This design comes from an exercise in tuning for small area, a short achievable clock period and few clock cycles on the open sky130 flow, not from production work.
Where RTL was checked, it was by simulation tests only, not by an equivalence proof against the original.
For run 2, only the layout was checked, not whether the RTL still works.
No activity file was given, so power comes from the tool's default toggle rates.

## flow/design.v (module list and top-level ports; edited modules follow where they fit)
// module alu_arbiter: 986 lines
module alu_arbiter #(
  parameter int MUL_LAT = 3
) (
  input  logic        clk,
  input  logic        reset,
  input  logic        i_reqA_valid,
  input  logic        i_reqB_valid,
  output logic        o_reqA_ready,
  output logic        o_reqB_ready,
  input  logic [31:0] i_reqA_op1,
  input  logic [31:0] i_reqA_op2,
  input  logic [31:0] i_reqB_op1,
  input  logic [31:0] i_reqB_op2,
  input  logic [3:0]  i_reqA_sel,
  input  logic [3:0]  i_reqB_sel,
  output logic        o_rsp_valid,
  input  logic        i_rsp_ready,
  output logic        o_rsp_id,
  output logic [31:0] o_rsp_data,
  output logic        o_rsp_zflag,
  output logic        o_busy
);
  // ...
==> flow/flow/run.sh <==
#!/bin/bash
# Standard ORFS layout with two changes:
#  - after the standard synthesis, fa_flip.py removes inverters around the
#    full-adder cells (a full adder is self-dual, so each one may be used in
#    inverted form); registers, ports and all other cells are unchanged;
#  - the port buffers are buf_1 cells (the resizer may upsize them) instead
#    of the default delay-buffer cell.
set -euo pipefail
R=orfs/results/${FLOW_PLATFORM}/alu_arbiter/base
bash standard.sh synth > log_synth.txt 2>&1
python3 flow/fa_flip.py $R/1_2_yosys.v $R/1_2_yosys.flip.v > log_faflip.txt 2>&1
mv $R/1_2_yosys.flip.v $R/1_2_yosys.v
rm -f $R/1_synth.odb $R/1_synth.sdc
bash standard.sh BUFFER_PORTS_ARGS="-buffer_cell sky130_fd_sc_hd__buf_1" finish > log_layout.txt 2>&1
==> flow/flow/fa_flip.py <==
#!/usr/bin/env python3
"""Remove inverters around full-adder cells in a Yosys gate netlist.

A full adder is self-dual: FA(~a, ~b, ~c) = (~sum, ~carry).  Yosys's adder
extraction leaves many inverters between full adders of opposite polarity.
This script chooses, for each full-adder cell, whether to use it in inverted
form, so that as few inverters as possible are needed, and rewrites the
netlist (same cells otherwise, same registers, same ports).

usage: fa_flip.py IN.v OUT.v
"""
import re
import sys
from collections import defaultdict

FA_RE = re.compile(r"sky130_fd_sc_hd__fa_\d+$")
INV_RE = re.compile(r"sky130_fd_sc_hd__(inv|clkinv)_\d+$")
OUT_PINS = {"X", "Y", "Q", "Q_N", "SUM", "COUT", "HI", "LO"}

src = open(sys.argv[1]).read()

# ---- parse module body: keep text of everything that is not a cell instance we touch
inst_re = re.compile(r"^  (sky130_fd_sc_hd__\w+) (\S+) \((.*?)\n  \);\n", re.S | re.M)
pin_re = re.compile(r"\.(\w+)\((.*?)\)(?:,|\s*$)", re.S | re.M)

cells = {}      # name -> [type, {pin: net}]
order = []
spans = {}
for m in inst_re.finditer(src):
    typ, name, body = m.group(1), m.group(2), m.group(3)
    pins = {}
    for pm in re.finditer(r"\.(\w+)\(([^()]*)\)", body):
        pins[pm.group(1)] = pm.group(2).strip()
    cells[name] = [typ, pins]
    order.append(name)
    spans[name] = (m.start(), m.end())

ports = set()
for m in re.finditer(r"^\s*(input|output)\s+(\[[^\]]*\]\s*)?(\S+);", src, re.M):
    ports.add(m.group(3))


def is_port_net(n):
    base = n.split("[")[0].strip()
    return base in ports or n in ports


driver = {}
loads = defaultdict(list)
for name, (typ, pins) in cells.items():
    for p, n in pins.items():
        if p in OUT_PINS:
            driver[n] = (name, p)
        else:
            loads[n].append((name, p))

# ---- signal model: each net = (root, parity)
inv_cells = {n for n, (t, _) in cells.items() if INV_RE.match(t)}


def root_of(net):
    par = 0
    seen = 0
    while net in driver and driver[net][0] in inv_cells and seen < 8:
        net = cells[driver[net][0]][1]["A"]
        par ^= 1
        seen += 1
    return net, par


# requirement list for every root: list of (cell, pin, parity) for non-inverter loads
req = defaultdict(list)
for name, (typ, pins) in cells.items():
    if name in inv_cells:
        continue
    for p, n in pins.items():
        if p in OUT_PINS:
            continue
        r, par = root_of(n)
        req[r].append([name, p, par])
# port outputs driven through inverters are requirements too (kept as is)
fixed_roots = set()
for n in list(driver):
    if is_port_net(n):
        r, par = root_of(n)
        fixed_roots.add(r)
for r in list(req):
    if is_port_net(r):
        fixed_roots.add(r)

fa_cells = [n for n, (t, _) in cells.items() if FA_RE.match(t)]
flip = {n: 0 for n in fa_cells}

# roots driven by each FA output
fa_out_root = {}
for f in fa_cells:
    pins = cells[f][1]
    fa_out_root[f] = [pins["SUM"], pins["COUT"]]
drv_fa = {}
for f in fa_cells:
    for n in fa_out_root[f]:
        drv_fa[n] = f

# pins of each root's loads that are FA inputs
fa_in_pins = defaultdict(list)   # fa -> list of (root, idx in req[root])
for r, L in req.items():
    for i, (c, p, par) in enumerate(L):
        if c in flip:
            fa_in_pins[c].append((r, i))


def eff_parity(r, i):
    c, p, par = req[r][i]
    e = par
    if c in flip and flip[c]:
        e ^= 1
    if r in drv_fa and flip[drv_fa[r]]:
        e ^= 1
    return e


def cost(r):
    return 1 if any(eff_parity(r, i) for i in range(len(req[r]))) else 0


def affected(f):
    rs = {r for r, _ in fa_in_pins[f]}
    rs.update(x for x in fa_out_root[f] if x in req)
    return rs


blocked = set()
for f in fa_cells:
    if any(x in fixed_roots for x in fa_out_root[f]):
        blocked.add(f)
    # outputs that also feed port nets through inverters
    for x in fa_out_root[f]:
        if x not in req:
            blocked.add(f)
    if any(r in fixed_roots for r, _ in fa_in_pins[f]):
        blocked.add(f)

before = sum(cost(r) for r in req)
for it in range(20):
    changed = 0
    for f in fa_cells:
        if f in blocked:
            continue
        rs = affected(f)
        c0 = sum(cost(r) for r in rs)
        flip[f] ^= 1
        c1 = sum(cost(r) for r in rs)
        if c1 < c0:
            changed += 1
        else:
            flip[f] ^= 1
    if not changed:
        break
after = sum(cost(r) for r in req)
print(f"fa_flip: {len(fa_cells)} full adders, {sum(flip.values())} inverted; "
      f"inverted roots {before} -> {after}", file=sys.stderr)

# ---- rebuild: every root touched by a flip gets its inverter rebuilt
touched = set()
for f in fa_cells:
    if flip[f]:
        touched |= affected(f)

new_cells = {}       # name -> (type, pins) to add
del_cells = set()
new_wires = []
k = [0]


def fresh(prefix):
    k[0] += 1
    return f"_faflip_{prefix}{k[0]}_"


for r in touched:
    # existing inverters hanging from r (directly)
    invs = [c for (c, p) in loads.get(r, []) if c in inv_cells]
    need1 = [i for i in range(len(req[r])) if eff_parity(r, i)]
    # all loads of r's inverter subtree are in req[r]; rebuild: loads w/ parity 0 -> r, parity 1 -> one inverter
    inv_net = None
    inv_type = "sky130_fd_sc_hd__inv_1"
    if invs:
        inv_type = cells[invs[0]][0]
    # remove every inverter in r's tree (depth <= 8), rebuild one
    stack = list(invs)
    while stack:
        c = stack.pop()
        if c in del_cells:
            continue
        del_cells.add(c)
        outn = cells[c][1]["Y"]
        stack.extend(x for (x, p) in loads.get(outn, []) if x in inv_cells)
    if need1:
        inv_net = fresh("n")
        new_wires.append(inv_net)
        new_cells[fresh("inv")] = (inv_type, {"A": r, "Y": inv_net})
    for i in range(len(req[r])):
        c, p, par = req[r][i]
        cells[c][1][p] = inv_net if eff_parity(r, i) else r

# sanity: deleted inverters must not drive ports or anything outside req
for c in del_cells:
    outn = cells[c][1]["Y"]
    assert not is_port_net(outn), outn

def esc(n):
    return n + " " if n.startswith("\\") else n


# ---- write
out = []
pos = 0
for name in order:
    s, e = spans[name]
    out.append(src[pos:s])
    pos = e
    if name in del_cells:
        continue
    typ, pins = cells[name]
    body = ",\n".join(f"    .{p}({esc(n)})" for p, n in pins.items())
    out.append(f"  {typ} {name} (\n{body}\n  );\n")
    if name == order[-1]:
        for nn, (t, pins2) in new_cells.items():
            body = ",\n".join(f"    .{p}({esc(n)})" for p, n in pins2.items())
            out.append(f"  {t} {nn} (\n{body}\n  );\n")
tail = src[pos:]
out.append(tail)
text = "".join(out)
# declare new wires after the module header's first wire declaration
idx = text.index("  wire ")
text = text[:idx] + "".join(f"  wire {w};\n" for w in new_wires) + text[idx:]
open(sys.argv[2], "w").write(text)
print(f"fa_flip: removed {len(del_cells)} inverters, added {len(new_cells)}", file=sys.stderr)
==> flow/standard.sh <==
#!/bin/bash
# synth_recipe.tcl (not shown) runs the flow's synth.tcl, then flattens the netlist and writes it again
# the make line also repeats each setting of config.mk as NAME=value (left out here)
make -C /OpenROAD-flow-scripts/flow DESIGN_CONFIG=/design/flow/config.mk WORK_HOME=/design/flow/orfs CLKGATE_MAP_FILE= SYNTH_SCRIPT=/design/flow/synth_recipe.tcl "${@:-finish}"
==> flow/config.mk <==
export PLATFORM = sky130hd
export DESIGN_NAME = alu_arbiter
export DESIGN_NICKNAME = alu_arbiter
export VERILOG_FILES = /design/flow/design.v
export SDC_FILE = /design/flow/constraint.sdc
export NUM_CORES = 4
export LEC_CHECK = 0
export ABC_AREA = 1
export ABC_CLOCK_PERIOD_IN_PS = 4500
export CAP_MARGIN = 20
export CORE_MARGIN = 2
export CORE_UTILIZATION = 40
export SETUP_SLACK_MARGIN = 5.0
export SLEW_MARGIN = 20
==> flow/constraint.sdc <==
create_clock -name core_clock -period 9.5 [get_ports {clk}]
set_input_delay 1.9000 -clock core_clock [delete_from_list [all_inputs] [get_ports {clk}]]
set_output_delay 1.9000 -clock core_clock [all_outputs]
set_load 0.01 [all_outputs]
==> qor.json, run 1 <==
{
  "cts.repair_timing.setup_buffer_count": 20,
  "final_count_of_pins_violating_max_slew": 0,
  "met2_length_microns": 37200,
  "endpoint_kind": "primary output",
  "design.core.area_sq_um": 56200,
  "type_of_the_worst_setup_path": "reg -> out",
  "grtUsageTotal_pct": 26.0,
  "min_path_cells": 0,
  "finalWorstSetupSlack_ns": 4.98,
  "number_of_nets_produced_by_synthesis": 3102,
  "number_of_port_buffers": 178,
  "route.layer.met1.wl_microns": 32100,
  "area.share.sequential_pct": 21.1,
  "layout-drive-gt1-share_pct": 15.8,
  "clkSinkCount": 184,
  "cts_buffers": 17,
  "power.combinational.total_uw": 8630,
  "clockPowerShare_pct": 6.5,
  "met3WireLength_microns": 6390,
  "top_layer_used": "met4",
  "crit_chain": "inv_2, ha_4, nand2_1, inv_1, nand4_1, o211ai_1, buf_4, buf_6, nand4_1, nand3_1, xor2_1, buf_2",
  "cts_h_tree_lvls": 4,
  "reg.largest.list": "ay1 x32, ma x32",
  "critical-path-top-cell-by-count": "sky130_fd_sc_hd__nand4_1",
  "grt_first_pass_wirelength_microns": 116000,
  "post_cts_hold_buffer_count": 0,
  "critical_path.max_fanout": 7,
  "globalRouteMet3Util_pct": 5.03,
  "ctsLongestPathBuffers": 2,
  "start_kind": "flip-flop",
  "synthesis.instances": 2580,
  "area_delta_synth_final_pct": 15.4,
  "num-nets-final": 3303,
  "number_of_buffer_and_inverter_stages_on_the_critical_path": 5,
  "static-leakage-power_uw": 0.0117,
  "ant_nets": 0,
  "die_w_microns": 242,
  "run_status": "timing/DRC/antenna clean",
  "layout.non_clock_inverters": 428,
  "bufAreaShareNonClock_pct": 7.07
}
Testbench counts, summed over its fixed seeds: cycles 2,416.
==> run 2: changes to the inputs <==
--- a/flow/design.v
+++ b/flow/design.v
@@ -16,40 +16,50 @@
   output logic        o_rsp_valid,
   input  logic        i_rsp_ready,
   output logic        o_rsp_id,
   output logic [31:0] o_rsp_data,
   output logic        o_rsp_zflag,
   output logic        o_busy
 );
   logic        last_b;       
-  logic        grant_b, stall, accept;
+  logic        cap_b, cap_v, other_v, stall, acc_ok, accept;
   logic [31:0] a, b;
   logic [3:0]  sel;
   logic        is_mul, is_add, is_sub, is_and, is_or, is_slt;
   logic [31:0] ax, ay;
   logic [15:0] d_one, d_two, d_neg;
   logic        v1, id1;      
   logic [31:0] ma;           
   logic [31:0] ay1;          
   logic        cin1;         
   logic [15:0] bo, bt, bn;   
   logic        v2, id2;      
   logic        cin2;
-  assign grant_b      = i_reqB_valid & (~i_reqA_valid | ~last_b);
+  assign other_v = id1 ? i_reqA_valid : i_reqB_valid;
+  always_comb begin
+    if (v1) begin
+      cap_v = other_v;
+      cap_b = ~id1;
+    end else begin
+      cap_v = i_reqA_valid | i_reqB_valid;
+      cap_b = i_reqB_valid & (~i_reqA_valid | ~last_b);
+    end
+  end
   assign stall        = v2 & ~i_rsp_ready;
-  assign o_reqA_ready = ~reset & ~stall & i_reqA_valid & ~grant_b;
-  assign o_reqB_ready = ~reset & ~stall & grant_b;
+  assign acc_ok       = v1 & ~stall & ~reset & ~(other_v & (last_b == id1));
+  assign o_reqA_ready = acc_ok & ~id1 & i_reqA_valid;
+  assign o_reqB_ready = acc_ok & id1 & i_reqB_valid;
   assign accept       = o_reqA_ready | o_reqB_ready;
   assign o_rsp_valid  = v2;
   assign o_rsp_id     = id2;
-  assign o_busy       = v1 | v2;
-  assign a   = grant_b ? i_reqB_op1 : i_reqA_op1;
-  assign b   = grant_b ? i_reqB_op2 : i_reqA_op2;
-  assign sel = grant_b ? i_reqB_sel : i_reqA_sel;
+  assign o_busy       = v2;
+  assign a   = cap_b ? i_reqB_op1 : i_reqA_op1;
+  assign b   = cap_b ? i_reqB_op2 : i_reqA_op2;
+  assign sel = cap_b ? i_reqB_sel : i_reqA_sel;
   assign is_and = (sel == 4'b0000);
   assign is_or  = (sel == 4'b0001);
   assign is_add = (sel == 4'b0010);
   assign is_mul = (sel == 4'b0011);
   assign is_sub = (sel == 4'b0110);
   assign is_slt = (sel == 4'b0111);
   assign ax = ({32{is_add | is_sub | is_mul}} & a) | ({32{is_and}} & (a & b)) |
               ({32{is_or}} & (a | b)) | {31'b0, is_slt & (a < b)};
@@ -66,32 +76,30 @@
     end
     d_one[0] = ~is_mul | (b[0]);
   end
   always_ff @(posedge clk or posedge reset) begin
     if (reset) begin
       last_b <= 1'b1;
       v1     <= 1'b0;
       v2     <= 1'b0;
-    end else if (!stall) begin
-      if (accept) last_b <= grant_b;
-      v1 <= accept;
-      v2 <= v1;
+    end else begin
+      v1 <= cap_v;
+      if (accept) last_b <= id1;
+      if (!stall) v2 <= accept;
     end
   end
   always_ff @(posedge clk) begin
-    if (!stall) begin
-      id1  <= grant_b;
-      ma   <= ax;
-      ay1  <= ay;
-      cin1 <= is_sub;
-      bo   <= d_one;
-      bt   <= d_two;
-      bn   <= d_neg;
-    end
+    id1  <= cap_b;
+    ma   <= ax;
+    ay1  <= ay;
+    cin1 <= is_sub;
+    bo   <= d_one;
+    bt   <= d_two;
+    bn   <= d_neg;
   end
   wire pp0_0 = (bo[0] & ma[0]) ^ bn[0];
   wire pp0_1 = ((bo[0] & ma[1]) | (bt[0] & ma[0])) ^ bn[0];
   wire pp0_2 = ((bo[0] & ma[2]) | (bt[0] & ma[1])) ^ bn[0];
   wire pp0_3 = ((bo[0] & ma[3]) | (bt[0] & ma[2])) ^ bn[0];
   wire pp0_4 = ((bo[0] & ma[4]) | (bt[0] & ma[3])) ^ bn[0];
   wire pp0_5 = ((bo[0] & ma[5]) | (bt[0] & ma[4])) ^ bn[0];
   wire pp0_6 = ((bo[0] & ma[6]) | (bt[0] & ma[5])) ^ bn[0];
==> qor.json, run 2 <==
{
  "run_status": "timing/DRC/antenna clean",
  "critPathTopFamily": "buffers and inverters",
  "reg.largest.list": "ay1 x32, ma x32",
  "sw_frac_of_total_pct": 54.1,
  "ant_nets": {"value": 0, "change": "unchanged"},
  "fin_tns_setup_ns": 0,
  "insertion_delay_ns": 0.47,
  "synth.avg_cell_area_sq_um": 8.35,
  "report.power.total_uw": 9200,
  "setup_repair_after_global_routing_missed_its_margin": "true",
  "globalplace.congestion": 1.03,
  "vias": 19400,
  "static-leakage-power": {"value": 0.0117, "unit": "uW", "change": "-0.38%"},
  "cts_tree": "yes",
  "number_of_nets_produced_by_synthesis": {"value": 3131, "change": "+0.93%"},
  "grt-ovfl-total": 0,
  "firstDrtPassIters": 6,
  "ctsLongestPathBuffers": {"value": 2, "change": "unchanged"},
  "post_dr_vias_cell": 5.59,
  "post_synthesis_cell_area_sq_um": 21800,
  "layout_commonest_cell": "sky130_fd_sc_hd__inv_1",
  "critical_path.max_fanout": {"value": 2, "change": "-5"},
  "slew_headroom_pct": 22.0,
  "num-nets-final": {"value": 3279, "change": "-0.73%"},
  "cap_violations": 0,
  "design.core.area": {"value": 53800, "unit": "sq um", "change": "-4.2%"},
  "mostFrequentLayoutCells": "sky130_fd_sc_hd__inv_1, sky130_fd_sc_hd__xor2_1, sky130_fd_sc_hd__nand2_1",
  "root_buffer": "sky130_fd_sc_hd__clkbuf_16",
  "clock.fmax_mhz": 214,
  "final_count_of_pins_violating_max_slew": {"value": 0, "change": "unchanged"},
  "design.die.area_sq_um": 56300,
  "type_of_the_worst_setup_path": "in -> out",
  "cell_internal_pwr_uw": 4220,
  "grtUsageTotal": {"value": 26.5, "unit": "%", "change": "+0.50 points"},
  "layout-drive-gt1-share": {"value": 15.2, "unit": "%", "change": "-0.55 points"},
  "p_sw_uw": 4980,
  "post-route-period-util_pct": 49.1,
  "std_cell_rows": 85,
  "required_time_worst_endpoint_ns": 7.60,
  "number_of_design_rule_violations_left_after_detail_routing": 0,
  "number_of_port_buffers": {"value": 178, "change": "unchanged"},
  "post_cts_hold_buffer_count": {"value": 0, "change": "unchanged"},
  "setup_violations": 0,
  "clk_pin_slew_worst_paths_ns": 0.08,
  "powerDensity_nw_per_um2": 367,
  "yosys_warnings": 1,
  "detailedPlacementHpwl_microns": 54200,
  "cts_buffers": {"value": 17, "change": "unchanged"},
  "initial_utilization_pct": 40.5,
  "clkSinkCount": {"value": 184, "change": "unchanged"},
  "fin_area_sq_um": 25000,
  "number_of_buffer_and_inverter_stages_on_the_critical_path": {"value": 3, "change": "-2"},
  "crit_slowest_cell": "sky130_fd_sc_hd__buf_4",
  "fin_worst_skew_ns": 0.0209,
  "cts_h_tree_lvls": {"value": 4, "change": "unchanged"},
  "endpoint_kind": "primary output",
  "place_area_sq_um": 22900,
  "worstMarginPinSlew_ns": 1.17,
  "worst_min_delay_path_class": "reg -> reg",
  "timing.final.crit_period_ns": 4.67,
  "clockPowerShare": {"value": 7.9, "unit": "%", "change": "+1.4 points"},
  "timing.critical_path.slowest_cell_delay_ns": 0.18,
  "boundaryPins": 179,
  "die_y_microns": 237,
  "arrival_ns": 2.77,
  "final_number_of_hold_violating_endpoints": 0,
  "seq_power_share_pct": 16.8,
  "routedWlPerCell_microns": 21.9,
  "insertedDiodeCount": 0,
  "totalWireLength_microns": 75900,
  "initialDrtViolationCount": 1848,
  "critical-path-top-cell-by-count": "sky130_fd_sc_hd__o21ai_2",
  "start_kind": "input pin",
  "die_w": {"value": 237, "unit": "microns", "change": "-1.9%"},
  "first_global_vias": 19200,
  "crit_chain": "buf_8, nand2_4, o21ai_2, o21ai_2, nand4_1, buf_4, nor2_4, buf_6",
  "area_delta_synth_final_pct": 14.9,
  "comb_power_share_pct": 75.3,
  "fill_cells": 5246,
  "grt_first_pass_wirelength": {"value": 114000, "unit": "microns", "change": "-2.0%"},
  "synthesis.instances": {"value": 2609, "change": "+1.1%"},
  "vdd_drop_max_v": 0.000276,
  "largest_net_degree_at_the_start_of_global_routing": 90,
  "antenna_found_initial": 3
}
## run 2: power groups by stage
stage / combinational [uW] / clock [uW] / sequential [uW]
4_1_cts: 6530 / 734 / 1530
5_1_grt: 7630 / 763 / 1570
2_1_floorplan: 4380 / 0 / 1420
3_5_place_dp: 6300 / 0 / 1540
3_3_place_gp: 6120 / 0 / 1530
6_report: 6920 / 726 / 1550
## run 2: layout make-up
cell class	count	area (sq um)	area share, %
repair buffers	271	1580	6.30
inverters	451	1790	7.15
repair inverters	5	28.8	0.115
clock buffers	18	429	1.72
multi-input cells	1827	15800	63.1
flip-flops and latches	184	4390	17.5
clock inverters	14	156	0.625
well taps	696	871	3.48
## run 2: timing repair
item / CTS / global route
buffers inserted: 29 / 28
endpoints found under the setup margin: 137 / 81
pin swaps: 16 / 48
cloned: 5 / 4
gates resized for setup: 109 / 142
## run 2: metal layers
metal | track usage, % | up-vias | wire length (microns)
met2 | 42.7 | 1107 | 34300
met1 | 34.4 | 9270 | 31000
met3 | 6.38 | 222 | 7520
met5 | 0 | - | 9
li1 | - | 8791 | -
met4 | 10.0 | 2 | 3080
## run 2: worst paths after layout
path	to	slack, ns	cells after the start	start
max	o_reqA_ready	4.83	8	i_reqA_valid
min	cin2	0.41	0	cin1
max reg2reg	r31_1	5.00	15	ma[11]
min reg2reg	cin2	0.41	0	cin1
max in group asynchronous	last_b	7.99	2	reset
min in group asynchronous	v2	1.29	2	reset
## run 2: per-stage QoR
step	hold slack (ns)	util (%)	setup WS [ns]	std cells
floorplan	0.386	-	4.27	2609
global placement	0.394	42.6	3.76	3368
detailed placement	0.397	42.6	3.68	3368
CTS	0.414	45.1	4.83	3434
global route	0.417	46.5	4.77	3466
finish	0.414	46.5	4.83	3466

## re-timing with driven ports
The results above use ideal ports. As a check the final layouts listed here were re-extracted and re-timed, cells and wires unchanged.
Step 1 assumes that a clkbuf_16 drives the clock port and a buf_2 every other input.
Step 2 moves the port delays by t, midway between the first and last clock arrival at a register: inputs arrive t later, outputs are due t later. That takes back most of the time a late clock gives input paths.
Three values: no drivers, after step 1, after step 2; two values: the first two.
| run | t (ns) | setup WS [ns] | worst setup path at the end | worst data-port slew with drivers (ns) | cell pins on the clock port's net |
|---|---|---|---|---|---|
| run 1 | 0.532 | 4.983 / 4.926 / 4.733 | input to register | 0.06 | 1 |
| run 2 | 0.518 | 4.832 / 4.790 / 4.752 | input to register | 0.05 | 1 |
After both steps setup and hold are still met in every run listed. For run 1, which loses most, drivers alone change the setup slack by -0.057 ns; drivers and shift together by -0.250 ns.
